Context: an optimization exercise on an open-source flow, tuned for small area. The choices shown serve that exercise and are no tape-out recipe.
In this exercise RTL edits were held to simulation tests only and were not proved equivalent to the original.
No activity file was given, so power comes from the tool's default toggle rates.

// parking_lot_top
module parking_lot_top (
	input logic clock,
	input logic reset,
	input logic park_req,
	input logic retrieve_req,
	input parking_pkg::plate_t order_plate,
	output parking_pkg::floor_t current_floor,
	output logic plate_type,
	output logic park_done,
	output parking_pkg::floor_t park_floor,
	output logic park_place,
	output logic car_out,
	output parking_pkg::plate_t car_out_plate,
	output parking_pkg::fee_t fee,
	output logic order_rejected,
	output logic order_dropped,
	output logic full_sedan,
	output logic full_suv
);
==> flow/config.mk <==
export PLATFORM = sky130hd
export DESIGN_NAME = parking_lot_top
export DESIGN_NICKNAME = parking_lot_top
export VERILOG_FILES = /design/flow/design.v
export SDC_FILE = /design/flow/constraint.sdc
export NUM_CORES = 4
export LEC_CHECK = 0
export CAP_MARGIN = 20
export CORE_MARGIN = 2
export CORE_UTILIZATION = 40
export GPL_TIMING_DRIVEN = 0
export SLEW_MARGIN = 20
==> flow/constraint.sdc <==
create_clock -name core_clock -period 10.0 [get_ports {clock}]
set_input_delay 2.0000 -clock core_clock [delete_from_list [all_inputs] [get_ports {clock}]]
set_output_delay 2.0000 -clock core_clock [all_outputs]
set_load 0.01 [all_outputs]
standard.sh (not shown) runs the stock make flow with config.mk's settings and CLKGATE_MAP_FILE= SYNTH_SCRIPT=/design/flow/synth_recipe.tcl, a recipe that flattens the netlist after the stock synthesis.
==> flow/flow/run.sh <==
#!/bin/bash
# Own layout flow: the standard ORFS flow (standard.sh) with these changes:
#  - synthesis is ORFS's own synth.tcl, except that its single abc call maps
#    the logic with each of the area-oriented ABC scripts flow/abc_try_*.script
#    and keeps the smallest mapping (flow/abc_multi.tcl); abc maps only the
#    combinational logic, so the registers, their names and cell types are the
#    standard synthesis's;
#  - after synthesis, the platform's don't-use list is extended with the large
#    buffers and inverters (flow/dont_use.txt), so that repair fixes slew with
#    small buffers;
#  - the port buffers are buf_1 cells;
#  - CTS clusters up to 16 sinks per clkbuf_8 and inserts no dummy loads.
# Each make run's full output goes to a log file of its own in this folder.
set -euo pipefail
W=$(pwd)
rm -rf "$W/scripts"
cp -r "$FLOW_HOME/scripts" "$W/scripts"
cp "$W/flow/abc_multi.tcl" "$W"/flow/abc_try_*.script "$W/scripts/"
python3 - "$W/scripts/synth.tcl" <<'PY'
import sys
p = sys.argv[1]
s = open(p).read()
old = "  log_cmd abc {*}$abc_args\n"
assert s.count(old) == 1, "synth.tcl: abc call not found"
open(p, "w").write(s.replace(old, "  source $::env(SCRIPTS_DIR)/abc_multi.tcl\n"))
PY
export ABC_TRY_SCRIPTS="$(ls "$W"/scripts/abc_try_*.script | tr '\n' ' ')"
ARGS=("SCRIPTS_DIR=$W/scripts"
	"BUFFER_PORTS_ARGS=-buffer_cell sky130_fd_sc_hd__buf_1"
	"CTS_ARGS=-sink_clustering_enable -repair_clock_nets -dont_use_dummy_load -buf_list sky130_fd_sc_hd__clkbuf_8 -sink_clustering_size 16 -sink_clustering_max_diameter 70")
bash standard.sh "${ARGS[@]}" synth > "$W/synth.log" 2>&1
grep "abc_multi:" "$W/orfs/logs/$FLOW_PLATFORM/parking_lot_top/base/1_2_yosys.log" || true
bash standard.sh "${ARGS[@]}" "DONT_USE_CELLS=$(cat "$W/flow/dont_use.txt")" finish > "$W/layout.log" 2>&1
==> flow/flow/abc_try_f1.script <==
&get -n
&st
&dch
&nf -a
&put
mfs3 -a
strash
&get -n
&st
&dch
&nf -a
&put
mfs3 -a
topo
stime -c
==> flow/flow/abc_try_f5.script <==
&get -n
&st
&dch -f
&nf -a
&put
mfs3 -a
strash
&get -n
&st
&dch -f
&nf -a
&put
mfs3 -a
topo
stime -c
Other scripts of this flow, unchanged in this note and not shown: flow/flow/abc_multi.tcl, flow/flow/abc_try_b4.script, flow/flow/abc_try_c3.script, flow/flow/abc_try_e3.script, flow/flow/dont_use.txt
The starting point ran to the end with no violations.
Then changed:
--- a/flow/flow/run.sh
+++ b/flow/flow/run.sh
@@ -12 +12 @@
-#  - CTS clusters up to 16 sinks per clkbuf_8 and inserts no dummy loads.
+#  - CTS clusters up to 14 sinks per clkbuf_8 and inserts no dummy loads.
@@ -30 +30 @@
-	"CTS_ARGS=-sink_clustering_enable -repair_clock_nets -dont_use_dummy_load -buf_list sky130_fd_sc_hd__clkbuf_8 -sink_clustering_size 16 -sink_clustering_max_diameter 70")
+	"CTS_ARGS=-sink_clustering_enable -repair_clock_nets -dont_use_dummy_load -buf_list sky130_fd_sc_hd__clkbuf_8 -sink_clustering_size 14 -sink_clustering_max_diameter 60")
==> flow/flow/abc_try_a2.script (new file) <==
&get -n
&st
&dch
&nf -a
&put
topo
stime -c
==> flow/flow/abc_try_b3.script (new file) <==
strash
ifraig
dc2
&get -n
&st
&dch
&nf -a
&put
topo
stime -c
==> flow/flow/abc_try_c6.script (new file) <==
&get -n
&st
&dch
&nf -a
&put
strash
&get -n
&st
&dch
&nf -a -E 10
&put
topo
stime -c
removed: flow/flow/abc_try_f1.script
removed: flow/flow/abc_try_f5.script
After rerunning: Synthesized cell count shrinks by 0.59%. Setup slack improves by 0.17 ns. Clock power grows by about 6%. Clock skew shrinks by 0.055 ns. Power grows by 1.8%. Synthesized area barely changes. Non-clock buffer count grows by 4. Cell count stays flat.
Then changed:
--- a/flow/flow/run.sh
+++ b/flow/flow/run.sh
@@ -12 +12 @@
-#  - CTS clusters up to 14 sinks per clkbuf_8 and inserts no dummy loads.
+#  - CTS clusters up to 26 sinks per clkbuf_16 and inserts no dummy loads.
@@ -30 +30 @@
-	"CTS_ARGS=-sink_clustering_enable -repair_clock_nets -dont_use_dummy_load -buf_list sky130_fd_sc_hd__clkbuf_8 -sink_clustering_size 14 -sink_clustering_max_diameter 60")
+	"CTS_ARGS=-sink_clustering_enable -repair_clock_nets -dont_use_dummy_load -buf_list sky130_fd_sc_hd__clkbuf_16 -sink_clustering_size 26 -sink_clustering_max_diameter 100")
=> Hold slack hardly moves; worst setup slack is worse by 0.015 ns; first-iteration DRC count came out higher by roughly a tenth; clock skew hardly moves; synthesized cell count is unchanged; maximum frequency barely changes; global-route usage came out lower by 0.40 points; die area does not change; synthesized area is unchanged; cell count came out lower slightly.

[what the ideal ports hide]
In the flow no input, the clock included, has a driving cell. The finished layouts below were timed again as built, in two steps.
Step 1 (the two cells are an assumption about what drives the block):
set clk [get_ports {clock}]
set_driving_cell -lib_cell sky130_fd_sc_hd__clkbuf_16 $clk
set_driving_cell -lib_cell sky130_fd_sc_hd__buf_2 [delete_from_list [all_inputs] $clk]
Step 2 moves the port delays by t, midway between the first and last clock arrival at a register: inputs arrive t later, outputs are due t later. That takes back most of the time a late clock gives input paths.
a / b / c = no drivers / after step 1 / after step 2; a / b = the first two.
| run | t (ns) | slack for setup (ns) | worst register clock-pin slew, ns | pins driven straight from the clock port |
|---|---|---|---|---|
| the first run | 0.688 | 2.693 / 2.640 / 3.327 | 0.11 / 0.11 | 1 |
| the second run | 0.672 | 2.860 / 2.808 / 3.480 | 0.10 / 0.10 | 1 |
| the third run | 0.617 | 2.845 / 2.787 / 3.405 | 0.11 / 0.11 | 1 |
After both steps every run listed still meets setup and hold.
